This design comes from an exercise in tuning for small area, a short achievable clock period and few clock cycles per item on the open sky130 flow, not from production work.
Where RTL was checked, it was by simulation tests only, not by an equivalence proof against the original.
Function not checked in run 1: the RTL went through the layout flow alone.
No activity file was given, so power comes from the tool's default toggle rates.

**flow/config.mk**
```make
export PLATFORM = sky130hd
export DESIGN_NAME = mips_core
export DESIGN_NICKNAME = mips_core
export VERILOG_FILES = /design/flow/design.v
export SDC_FILE = /design/flow/constraint.sdc
export NUM_CORES = 4
export LEC_CHECK = 0
export CAP_MARGIN = 20
export CORE_MARGIN = 2
export CORE_UTILIZATION = 40
export SETUP_SLACK_MARGIN = 4.6
export SLEW_MARGIN = 20
```
**flow/constraint.sdc**
```tcl
create_clock -name core_clock -period 8.0 [get_ports {clk}]
set_input_delay 1.6000 -clock core_clock [delete_from_list [all_inputs] [get_ports {clk}]]
set_output_delay 1.6000 -clock core_clock [all_outputs]
set_load 0.01 [all_outputs]
```
**flow/design.v**
```verilog
package mips_pkg;
    typedef logic [31:0] word_t;       
    typedef logic [4:0]  reg_addr_t;   
    localparam int REG_COUNT = 32;     
    localparam logic [5:0] OP_RTYPE = 6'h00;
    localparam logic [5:0] OP_J     = 6'h02;
    localparam logic [5:0] OP_BEQ   = 6'h04;
    localparam logic [5:0] OP_ADDI  = 6'h08;
    localparam logic [5:0] OP_LW    = 6'h23;
    localparam logic [5:0] OP_SW    = 6'h2b;
    localparam logic [5:0] FN_ADD = 6'h20;
    localparam logic [5:0] FN_SUB = 6'h22;
    localparam logic [5:0] FN_AND = 6'h24;
    localparam logic [5:0] FN_OR  = 6'h25;
    localparam logic [5:0] FN_SLT = 6'h2a;
endpackage
`timescale 1ns/1ps
module reg_file
(
    input  logic        clk,
    input  logic        reset,
    input  logic [4:0]  rs_addr,
    input  logic [4:0]  rt_addr,
    input  logic        wr_en,       
    input  logic [4:0]  wr_addr,
    input  logic [31:0] wr_data,
    output logic [31:0] rs_data,
    output logic [31:0] rt_data
);
    logic [31:1][31:0] regs;
    logic [31:1]       valid;
    logic [31:1]       we;
    logic [31:1]       sel_s, sel_t;
    always_comb begin
        for (int i = 1; i < 32; i++) begin
            we[i]    = wr_en && (wr_addr == 5'(i));
            sel_s[i] = valid[i] && (rs_addr == 5'(i));
            sel_t[i] = valid[i] && (rt_addr == 5'(i));
        end
    end
    always_ff @(posedge clk) begin
        for (int i = 1; i < 32; i++) begin
            if (we[i]) regs[i] <= wr_data;
        end
    end
    always_ff @(posedge clk) begin
        if (reset) valid <= '0;
        else       valid <= valid | we;
    end
    always_comb begin
        rs_data = '0;
        rt_data = '0;
        for (int i = 1; i < 32; i++) begin
            rs_data = rs_data | ({32{sel_s[i]}} & regs[i]);
            rt_data = rt_data | ({32{sel_t[i]}} & regs[i]);
        end
    end
endmodule
`timescale 1ns/1ps
module data_mem
#(
    parameter int WORDS = 64,
    parameter int AW    = $clog2(WORDS)
) (
    input  logic          clk,
    input  logic          reset,
    input  logic [AW-1:0] addr,
    input  logic          wr_en,
    input  logic [31:0]   wr_data,
    output logic [31:0]   rd_data
);
    logic [WORDS-1:0][31:0] mem;
    logic [WORDS-1:0]       valid;
    logic [WORDS-1:0]       hit;
    logic [WORDS-1:0]       we;
    always_comb begin
        for (int i = 0; i < WORDS; i++) begin
            hit[i] = (addr == AW'(i));
            we[i]  = wr_en && hit[i];
        end
    end
    always_ff @(posedge clk) begin
        for (int i = 0; i < WORDS; i++) begin
            if (we[i]) mem[i] <= wr_data;
        end
    end
    always_ff @(posedge clk) begin
        if (reset) valid <= '0;
        else       valid <= valid | we;
    end
    always_comb begin
        rd_data = '0;
        for (int i = 0; i < WORDS; i++) begin
            rd_data = rd_data | ({32{hit[i] && valid[i]}} & mem[i]);
        end
    end
endmodule
`timescale 1ns/1ps
import mips_pkg::*;
module mips_core
#(
    parameter logic [31:0] RESET_PC   = 32'h0000_0000,
    parameter int          DMEM_WORDS = 64
) (
    input  logic        clk,
    input  logic        reset,
    output logic [31:0] imem_addr,
    input  logic [31:0] imem_data,
    output logic        wb_en,
    output logic [4:0]  wb_addr,
    output logic [31:0] wb_data
);
    localparam int DAW = $clog2(DMEM_WORDS);
    localparam int PW = 5;           
    logic [31:2] pc;
    logic [31:2] pc4;
    logic [31:2] f_btarget;
    logic        f_is_j, f_beq, f_pt;
    logic [PW-1:0] f_idx;
    logic [(1<<PW)-1:0] bp;
    logic        e_redirect;
    logic [31:2] e_alt;
    assign imem_addr = {pc, 2'b00};
    assign pc4       = pc + 30'd1;
    assign f_is_j    = (imem_data[31:26] == OP_J);
    assign f_beq     = (imem_data[31:26] == OP_BEQ);
    assign f_idx     = pc[PW+1:2];
    assign f_pt      = f_beq && (imem_data[25:21] == imem_data[20:16] || bp[f_idx]);
    assign f_btarget = pc4 + {{14{imem_data[15]}}, imem_data[15:0]};
    always_ff @(posedge clk) begin
        if (reset)           pc <= RESET_PC[31:2];
        else if (e_redirect) pc <= e_alt;
        else if (f_is_j)     pc <= {pc4[31:28], imem_data[25:0]};
        else if (f_pt)       pc <= f_btarget;
        else                 pc <= pc4;
    end
    logic        d_valid, d_pt;
    logic [31:0] d_ir;
    logic [31:2] d_alt;
    logic [PW-1:0] d_idx;
    always_ff @(posedge clk) begin
        d_valid <= !reset && !e_redirect;
        d_ir    <= imem_data;
        d_alt   <= f_pt ? pc4 : f_btarget;
        d_pt    <= f_pt;
        d_idx   <= f_idx;
    end
    logic [5:0]  d_op, d_fn;
    logic [4:0]  d_rs, d_rt, d_rd, d_dest;
    logic        d_rtype_ok, d_addi, d_lw, d_sw, d_beq, d_write;
    logic [31:0] rf_rs, rf_rt, d_a, d_b;
    assign d_op = d_ir[31:26];
    assign d_fn = d_ir[5:0];
    assign d_rs = d_ir[25:21];
    assign d_rt = d_ir[20:16];
    assign d_rd = d_ir[15:11];
    assign d_rtype_ok = (d_op == OP_RTYPE) &&
                        (d_fn == FN_ADD || d_fn == FN_SUB || d_fn == FN_AND ||
                         d_fn == FN_OR  || d_fn == FN_SLT);
    assign d_addi  = (d_op == OP_ADDI);
    assign d_lw    = (d_op == OP_LW);
    assign d_sw    = (d_op == OP_SW);
    assign d_beq   = (d_op == OP_BEQ);
    assign d_write = d_rtype_ok || d_addi || d_lw;
    assign d_dest  = d_rtype_ok ? d_rd : d_rt;
    logic        w_live;         
    reg_file u_rf (
        .clk     (clk),
        .reset   (reset),
        .rs_addr (d_rs),
        .rt_addr (d_rt),
        .wr_en   (w_live),
        .wr_addr (wb_addr),
        .wr_data (wb_data),
        .rs_data (rf_rs),
        .rt_data (rf_rt)
    );
    assign d_a = (w_live && wb_addr == d_rs) ? wb_data : rf_rs;
    assign d_b = (w_live && wb_addr == d_rt) ? wb_data : rf_rt;
    logic        e_valid, e_write, e_lw, e_sw, e_beq, e_live;
    logic        e_sub, e_and, e_or, e_slt, e_imm_src;
    logic        e_fwd_a, e_fwd_b;
    logic [4:0]  e_dest;
    logic [31:0] e_a, e_b, e_imm;
    logic        e_pt;
    logic [PW-1:0] e_idx;
    always_ff @(posedge clk) begin
        if (reset || e_redirect || !d_valid) begin
            e_write <= 1'b0;
            e_live  <= 1'b0;
            e_sw    <= 1'b0;
            e_beq   <= 1'b0;
        end else begin
            e_write <= d_write;
            e_live  <= d_write && (d_dest != 5'd0);
            e_sw    <= d_sw;
            e_beq   <= d_beq;
        end
    end
    always_ff @(posedge clk) begin
        e_lw      <= d_lw;
        e_sub     <= d_rtype_ok && (d_fn == FN_SUB);
        e_and     <= d_rtype_ok && (d_fn == FN_AND);
        e_or      <= d_rtype_ok && (d_fn == FN_OR);
        e_slt     <= d_rtype_ok && (d_fn == FN_SLT);
        e_imm_src <= !(d_op == OP_RTYPE);
        e_fwd_a   <= e_live && (e_dest == d_rs);
        e_fwd_b   <= e_live && (e_dest == d_rt);
        e_dest    <= d_dest;
        e_a       <= d_a;
        e_b       <= d_b;
        e_imm     <= {{16{d_ir[15]}}, d_ir[15:0]};
        e_alt     <= d_alt;
        e_pt      <= d_pt;
        e_idx     <= d_idx;
    end
    logic [31:0] a, rt_v, b, sum, diff, alu, ld, res;
    logic        slt;
    logic [7:0]  maddr;
    assign a    = e_fwd_a ? wb_data : e_a;
    assign rt_v = e_fwd_b ? wb_data : e_b;
    assign b    = e_imm_src ? e_imm : rt_v;
    assign sum  = a + b;
    assign diff = a - b;
    assign slt  = (a[31] != b[31]) ? a[31] : diff[31];
    always_comb begin
        if (e_sub)      alu = diff;
        else if (e_and) alu = a & b;
        else if (e_or)  alu = a | b;
        else if (e_slt) alu = {31'd0, slt};
        else            alu = sum;
    end
    logic e_eq;
    assign e_eq       = (a == rt_v);
    assign e_redirect = e_beq && (e_eq != e_pt);
    always_ff @(posedge clk) begin
        if (reset) begin
            bp <= '0;
        end else if (e_beq) begin
            bp[e_idx] <= e_eq;
        end
    end
    assign maddr = a[7:0] + e_imm[7:0];
    data_mem #(.WORDS(DMEM_WORDS)) u_dmem (
        .clk     (clk),
        .reset   (reset),
        .addr    (maddr[DAW+1:2]),
        .wr_en   (e_sw),
        .wr_data (rt_v),
        .rd_data (ld)
    );
    assign res = e_lw ? ld : alu;
    always_ff @(posedge clk) begin
        if (reset) begin
            wb_en  <= 1'b0;
            w_live <= 1'b0;
        end else begin
            wb_en  <= e_write;
            w_live <= e_live;
        end
    end
    always_ff @(posedge clk) begin
        wb_addr <= e_dest;
        wb_data <= res;
    end
endmodule
```
**flow/run.sh**
```bash
#!/bin/bash
# synth_recipe.tcl (not shown) runs the flow's synth.tcl, then flattens the netlist and writes it again
# the make line also repeats each setting of config.mk as NAME=value (left out here)
make -C /OpenROAD-flow-scripts/flow DESIGN_CONFIG=/design/flow/config.mk WORK_HOME=/design/flow/orfs CLKGATE_MAP_FILE= SYNTH_SCRIPT=/design/flow/synth_recipe.tcl finish
```
==> flow_summary_export.csv, run 1 <==
group,metric,value,unit
run_status,outcome,"stopped before the end",
run_status,stop_stage,"5_1_grt",
run_status,stop_error,"[ERROR GRT-0232] Routing congestion too high. Check the congestion heatmap in the GUI.",
die,rows,215,
synthesis,ys_ff_latch,3438,
cts,htree_levels,5,
synthesis,synth_simple_gate_area_frac,0.0621,
synthesis,ys_types,98,
die,dieWidth,590,µm
global_route,grt_max_degree,122,
placed_design,place_congestion,1.03,
synthesis,yosys.area_share.adder,0.0128,
global_route,grt_remaining_overflow,1,
synthesis,yosys-top-cells-area,"edfxtp_1, dfxtp_1, a22oi_1",
synthesis,avgSynthCellArea,15.0,µm²
synthesis,synth_top_cell_area_share,0.665,
placed_design,hpwl,393000,µm
synthesis,synth-edff-count,3040,
synthesis,seq_area_frac_synth,0.723,
synthesis,synthMuxAreaShare,0.0105,
synthesis,netlist_area,137000,µm²
global_route,grtUsageTotal,0.468,
synthesis,yosysMostFrequentCell,"edfxtp_1",
synthesis,synth-async-reset-ratio,0,
synthesis,synthXorXnorAreaFrac,0.0134,
placed_design,port_buffers,101,
synthesis,synthCells,9164,
synthesis,synth_top_family_by_area,"compound AO/OA/AOI/OAI gates",
synthesis,synth_compound_area_frac,0.155,
cts,root_buffer,"clkbuf_16",
placed_design,numPlacedInstances,13629,
die,start_util,0.401,
die,die_height,590,µm
synthesis,netlist_top_cells_count,"edfxtp_1, a22oi_1, clkbuf_1",
synthesis,synthFlopType,"edfxtp_1",
synthesis,synth.largest_area_cell,"edfxtp_1",
synthesis,ys_warn_count,3,
cts,numCtsBuffers,355,
cts,clock_sinks,3438,
cts,cts_buffer_depth,4,
die,ios,104,
how the worst max path moves through the flow:
| stage | from | to | cells past startpoint |
|---|---|---|---|
| 2_1_floorplan | e_fwd_b$_DFF_P_ | wb_data[31]$_DFF_P_ | 21 |
| 3_3_place_gp | wb_data[3]$_DFF_P_ | wb_data[17]$_DFF_P_ | 15 |
| 4_1_cts | e_fwd_a$_DFF_P_ | wb_data[20]$_DFF_P_ | 18 |
| 3_5_place_dp | wb_data[3]$_DFF_P_ | wb_data[17]$_DFF_P_ | 15 |
per-layer routing:
metal,track usage,overflow
met1,0.495,1
met5,0.190,0
met3,0.343,0
met2,0.592,0
met4,0.404,0
power by group through the flow:
| stage | clock [mW] | sequential [mW] | combinational (mW) |
|---|---|---|---|
| 2_1_floorplan | 0 | 19.9 | 0.348 |
| 3_3_place_gp | 0 | 19.9 | 0.728 |
| 3_5_place_dp | 0 | 19.9 | 0.739 |
| 4_1_cts | 16.7 | 19.5 | 1.08 |
timing repair:
item	CTS
setup endpoints to repair	2324
pin swaps	271
hold buffers	0
buffers inserted	748
cloned	200
hold endpoints to repair	0
gates resized for setup	2007
cells by family after synthesis:
group / count (synthesis)
AOI/OAI and AO/OA: 2761
DFF: 3438
muxes: 124
buffers and inverters: 786
xor gates and xnor gates: 207
adders and majority gates: 138
and+or+nand+nor: 1709
other: 1
metrics by stage:
stage                     cell area, µm²  setup slack (ps)  utilization
after floorplan                   139000              3230            -
after global placement            147000              1120        0.429
after detailed placement          147000              1120        0.430
after CTS                         179000              3070        0.522
==> run 2, diff against run 1 <==
--- a/flow/design.v
+++ b/flow/design.v
@@ -111,39 +111,29 @@
     output logic [31:0] wb_data
 );
     localparam int DAW = $clog2(DMEM_WORDS);
-    localparam int PW = 5;           
     logic [31:2] pc;
     logic [31:2] pc4;
     logic [31:2] f_btarget;
-    logic        f_is_j, f_beq, f_pt;
-    logic [PW-1:0] f_idx;
-    logic [(1<<PW)-1:0] bp;
-    logic        e_redirect;
-    logic [31:2] e_alt;
+    logic        f_is_j;
+    logic        e_taken;
+    logic [31:2] e_btarget;
     assign imem_addr = {pc, 2'b00};
     assign pc4       = pc + 30'd1;
     assign f_is_j    = (imem_data[31:26] == OP_J);
-    assign f_beq     = (imem_data[31:26] == OP_BEQ);
-    assign f_idx     = pc[PW+1:2];
-    assign f_pt      = f_beq && (imem_data[25:21] == imem_data[20:16] || bp[f_idx]);
     assign f_btarget = pc4 + {{14{imem_data[15]}}, imem_data[15:0]};
     always_ff @(posedge clk) begin
-        if (reset)           pc <= RESET_PC[31:2];
-        else if (e_redirect) pc <= e_alt;
-        else if (f_is_j)     pc <= {pc4[31:28], imem_data[25:0]};
-        else if (f_pt)       pc <= f_btarget;
-        else                 pc <= pc4;
-    end
-    logic        d_valid, d_pt;
+        if (reset)        pc <= RESET_PC[31:2];
+        else if (e_taken) pc <= e_btarget;
+        else if (f_is_j)  pc <= {pc4[31:28], imem_data[25:0]};
+        else              pc <= pc4;
+    end
+    logic        d_valid;
     logic [31:0] d_ir;
-    logic [31:2] d_alt;
-    logic [PW-1:0] d_idx;
-    always_ff @(posedge clk) begin
-        d_valid <= !reset && !e_redirect;
-        d_ir    <= imem_data;
-        d_alt   <= f_pt ? pc4 : f_btarget;
-        d_pt    <= f_pt;
-        d_idx   <= f_idx;
+    logic [31:2] d_btarget;
+    always_ff @(posedge clk) begin
+        d_valid   <= !reset && !e_taken;
+        d_ir      <= imem_data;
+        d_btarget <= f_btarget;
     end
     logic [5:0]  d_op, d_fn;
     logic [4:0]  d_rs, d_rt, d_rd, d_dest;
@@ -182,10 +172,8 @@
     logic        e_fwd_a, e_fwd_b;
     logic [4:0]  e_dest;
     logic [31:0] e_a, e_b, e_imm;
-    logic        e_pt;
-    logic [PW-1:0] e_idx;
-    always_ff @(posedge clk) begin
-        if (reset || e_redirect || !d_valid) begin
+    always_ff @(posedge clk) begin
+        if (reset || e_taken || !d_valid) begin
             e_write <= 1'b0;
             e_live  <= 1'b0;
             e_sw    <= 1'b0;
@@ -210,9 +198,7 @@
         e_a       <= d_a;
         e_b       <= d_b;
         e_imm     <= {{16{d_ir[15]}}, d_ir[15:0]};
-        e_alt     <= d_alt;
-        e_pt      <= d_pt;
-        e_idx     <= d_idx;
+        e_btarget <= d_btarget;
     end
     logic [31:0] a, rt_v, b, sum, diff, alu, ld, res;
     logic        slt;
@@ -230,16 +216,7 @@
         else if (e_slt) alu = {31'd0, slt};
         else            alu = sum;
     end
-    logic e_eq;
-    assign e_eq       = (a == rt_v);
-    assign e_redirect = e_beq && (e_eq != e_pt);
-    always_ff @(posedge clk) begin
-        if (reset) begin
-            bp <= '0;
-        end else if (e_beq) begin
-            bp[e_idx] <= e_eq;
-        end
-    end
+    assign e_taken = e_beq && (a == rt_v);
     assign maddr = a[7:0] + e_imm[7:0];
     data_mem #(.WORDS(DMEM_WORDS)) u_dmem (
         .clk     (clk),
--- a/flow/config.mk
+++ b/flow/config.mk
@@ -8,5 +8,4 @@
 export CAP_MARGIN = 20
 export CORE_MARGIN = 2
 export CORE_UTILIZATION = 40
-export SETUP_SLACK_MARGIN = 4.6
 export SLEW_MARGIN = 20
==> run 2 against run 1 <==
  * Synthesized cell count is 5.3% lower
  * Area after synthesis is 2.5% lower
  * Now clean on timing, DRC and antenna
==> flow_summary_export.csv, run 2 <==
group,metric,value,unit
die,rows,212,
synthesis,synth_top_cell_area_share,0.682,
run_status,outcome,"complete, no violations",
drt,wl_met2,258000,µm
sta,finClkSkew,102,ps
cts,cts_buffer_depth,4,
global_route,first_global_vias,92078,
synthesis,netlist_top_cells_count,"edfxtp_1, a22oi_1, nor2_1",
layout,area_delta_synth_final,14.7,%
layout,top_regs,"u_dmem.mem (2048), u_rf.regs (992), u_dmem.valid (64)",
drt,drtIter0Drc,21306,
synthesis,synthCells,8674,
die,ios,104,
sta,rsz0062_at_grt,"false",
synthesis,yosys-top-cells-area,"edfxtp_1, dfxtp_1, a22oi_1",
synthesis,synth-async-reset-ratio,0,
global_route,grtUsageTotal,0.352,
cts,insertion_delay,940,ps
sta,maxSlewViolCount,0,
synthesis,ys_warn_count,3,
synthesis,netlist_area,134000,µm²
worst_setup_path,cp_max_fo,17,
layout,layout_commonest_cell,"edfxtp_1",
drt,dr_total_vias,99491,
drt,drcViolationCount,0,
power_and_ir_drop,internal_power,28.4,mW
synthesis,avgSynthCellArea,15.4,µm²
drt,topRoutingLayerUsed,"met5",
worst_hold_path,hold_path_class,"flop to flop",
cts,clock_sinks,3394,
die,start_util,0.402,
layout,final_cell_mix,"edfxtp_1, a22oi_1, a221oi_1",
synthesis,synth.largest_area_cell,"edfxtp_1",
worst_setup_path,start_kind,"flop",
layout,largest_reg_flops,2048,
die,die_height,582,µm
placed_design,port_buffers,101,
drt,dr_wl_met3,104000,µm
cts,cts-resized-gates,0,
synthesis,seq_area_frac_synth,0.735,
cts,numCtsBuffers,339,
sta,timing.setup.tns,0,ps
drt,wl_met1,203000,µm
synthesis,ys_types,90,
cts,root_buffer,"clkbuf_16",
worst_setup_path,critPathKind,"flop to flop",
worst_setup_path,endpoint_kind,"flop",
sta,post-route-min-period,7450,ps
placed_design,pre_cts_ws,1110,ps
die,die-area,339000,µm²
global_route,grt_remaining_overflow,0,
layout,fin_nets,9084,
worst_setup_path,crit_required,8650,ps
power_and_ir_drop,clock_power_share,0.446,
sta,period_share,0.931,
cts,path_clk_slew,60,ps
layout,top_register,"u_dmem.mem",
cts,holdBufCountCts,0,
cts,cts_setup_buffers,0,
global_route,grt_pass1_wl,815000,µm
cts,htree_levels,5,
power_and_ir_drop,power_frac_seq,0.537,
sta,setup_viol,0,
placed_design,place_congestion,0.962,
job,maxCapViolCount,0,
drt,wl_per_cell,45.5,µm
sta,slew_headroom,0.103,
drt,wl,619000,µm
sta,setup_ws,552,ps
global_route,antenna_found_initial,33,
cts,tritoncts,"built",
layout,drive_gt1_frac,0.134,
drt,first_pass_iters,10,
worst_setup_path,cp.arrival,8100,ps
die,coreArea,333000,µm²
placed_design,hpwl,353000,µm
power_and_ir_drop,leakagePower,52.4,nW
sta,tightest_slew,1330,ps
synthesis,ys_ff_latch,3394,
sta,clock.fmax,134,MHz
synthesis,synth-edff-count,3040,
power_and_ir_drop,peakVddDrop,0.206,mV
sta,final_hold_viol_count,0,
power_and_ir_drop,swShare,0.208,
global_route,grt_max_degree,67,
power_and_ir_drop,power_density,234,nW/µm²
power_and_ir_drop,power_frac_comb,0.017,
drt,vias_per_cell,7.32,
synthesis,yosysMostFrequentCell,"edfxtp_1",
power_and_ir_drop,p_sw,7.45,mW
die,dieWidth,582,µm
synthesis,synthFlopType,"edfxtp_1",
layout,fillers,28687,
drt,postRouteAntennaNets,0,
==> run 2: power groups by stage <==
stage | Combinational (mW) | Clock (mW) | Sequential (mW)
floorplan | 0.239 | 0 | 19.7
global route | 0.641 | 16.6 | 19.3
global placement | 0.581 | 0 | 19.6
CTS | 0.593 | 15.9 | 19.3
detailed placement | 0.591 | 0 | 19.6
finish | 0.616 | 16.0 | 19.3
==> run 2: final timing paths <==
path                                       startpoint               endpoint  slack, ps  cells past startpoint
worst max-delay path                  e_fwd_a$_DFF_P_     wb_data[2]$_DFF_P_        550                     13
worst min-delay path            d_btarget[28]$_DFF_P_  e_btarget[28]$_DFF_P_        320                      0
worst max register to register        e_fwd_a$_DFF_P_     wb_data[2]$_DFF_P_        550                     13
worst min register to register  d_btarget[28]$_DFF_P_  e_btarget[28]$_DFF_P_        320                      0
==> run 2: final cells by class <==
type                    count  area [µm²]  area share
flip-flops and latches   3394       98400       0.641
multi-input cells        4517       33700       0.219
clock buffers             451        9320      0.0607
well taps                4387        5490      0.0358
repair buffers            502        4410      0.0288
clock inverters           154        1530     0.00994
inverters                 161         604     0.00394
diodes                     25        62.6    0.000408
==> run 2: kinds of logic (layout without fill, tap and decap cells) <==
family	Yosys count	after routing	synth area share
simple gates	1598	1598	0.0606
mux	155	155	0.0122
xor+xnor	157	157	0.0104
compound gates	2470	2470	0.147
flops	3394	3394	0.735
fa+ha+maj	135	135	0.0128
buf+inv	764	1268	0.0223
other cells	1	27	0.0000280
==> run 2: critical path: stages, from the launching register on <==
cell      delay, ps
dfxtp_2         690
mux2i_1         410
inv_1           150
ha_1            550
nand4_1         240
o221ai_2        350
nand3_1         770
a211oi_1       1120
and3_2          840
buf_4           590
a221oi_1        160
nand3_1         140
nor3_1          140
a32oi_1        1010
==> run 2: metal layers <==
metal,GRT usage,vias up
met5,0,-
met4,0.239,61
met3,0.136,2969
met2,0.511,10823
met1,0.434,49467
li1,-,36171
==> run 2: per-stage QoR <==
stage	hold slack [ps]	area, µm²	util	power (mW)	cells
finish	323	153000	0.461	35.9	13591
global route	327	153000	0.460	36.5	13567
CTS	325	153000	0.460	35.8	13565
detailed placement	312	143000	0.428	20.2	12960
global placement	310	142000	0.427	20.2	12949
floorplan	310	134000	-	19.9	8675
Testbench counts of run 2, summed over its fixed seeds: cycles 61,945, instrs 57,031.

==> static timing again, ports no longer ideal <==
The flow's constraints put no driver on any port. The routed layout listed below was extracted and timed again, unchanged, in two steps. Step 1 (the two cells are an assumption about what drives the block):
set clk [get_ports {clk}]
set_driving_cell -lib_cell sky130_fd_sc_hd__clkbuf_16 $clk
set_driving_cell -lib_cell sky130_fd_sc_hd__buf_2 [delete_from_list [all_inputs] $clk]
Step 2 moves the port delays by t, midway between the first and last clock arrival at a register: inputs arrive t later, outputs are due t later. That takes back most of the time a late clock gives input paths. Slacks: no drivers / after step 1 / after step 2; pairs: no drivers / after step 1.
run: run 2
t, ns: 1.006
setup slack, ns: 0.552 / 0.552 / 0.552
slew at the worst register clock pin (ns): 0.07 / 0.07
After both steps run 2 still meets setup and hold. For run 2, drivers alone change the setup slack by 0.000 ns; drivers and shift together by 0.000 ns.
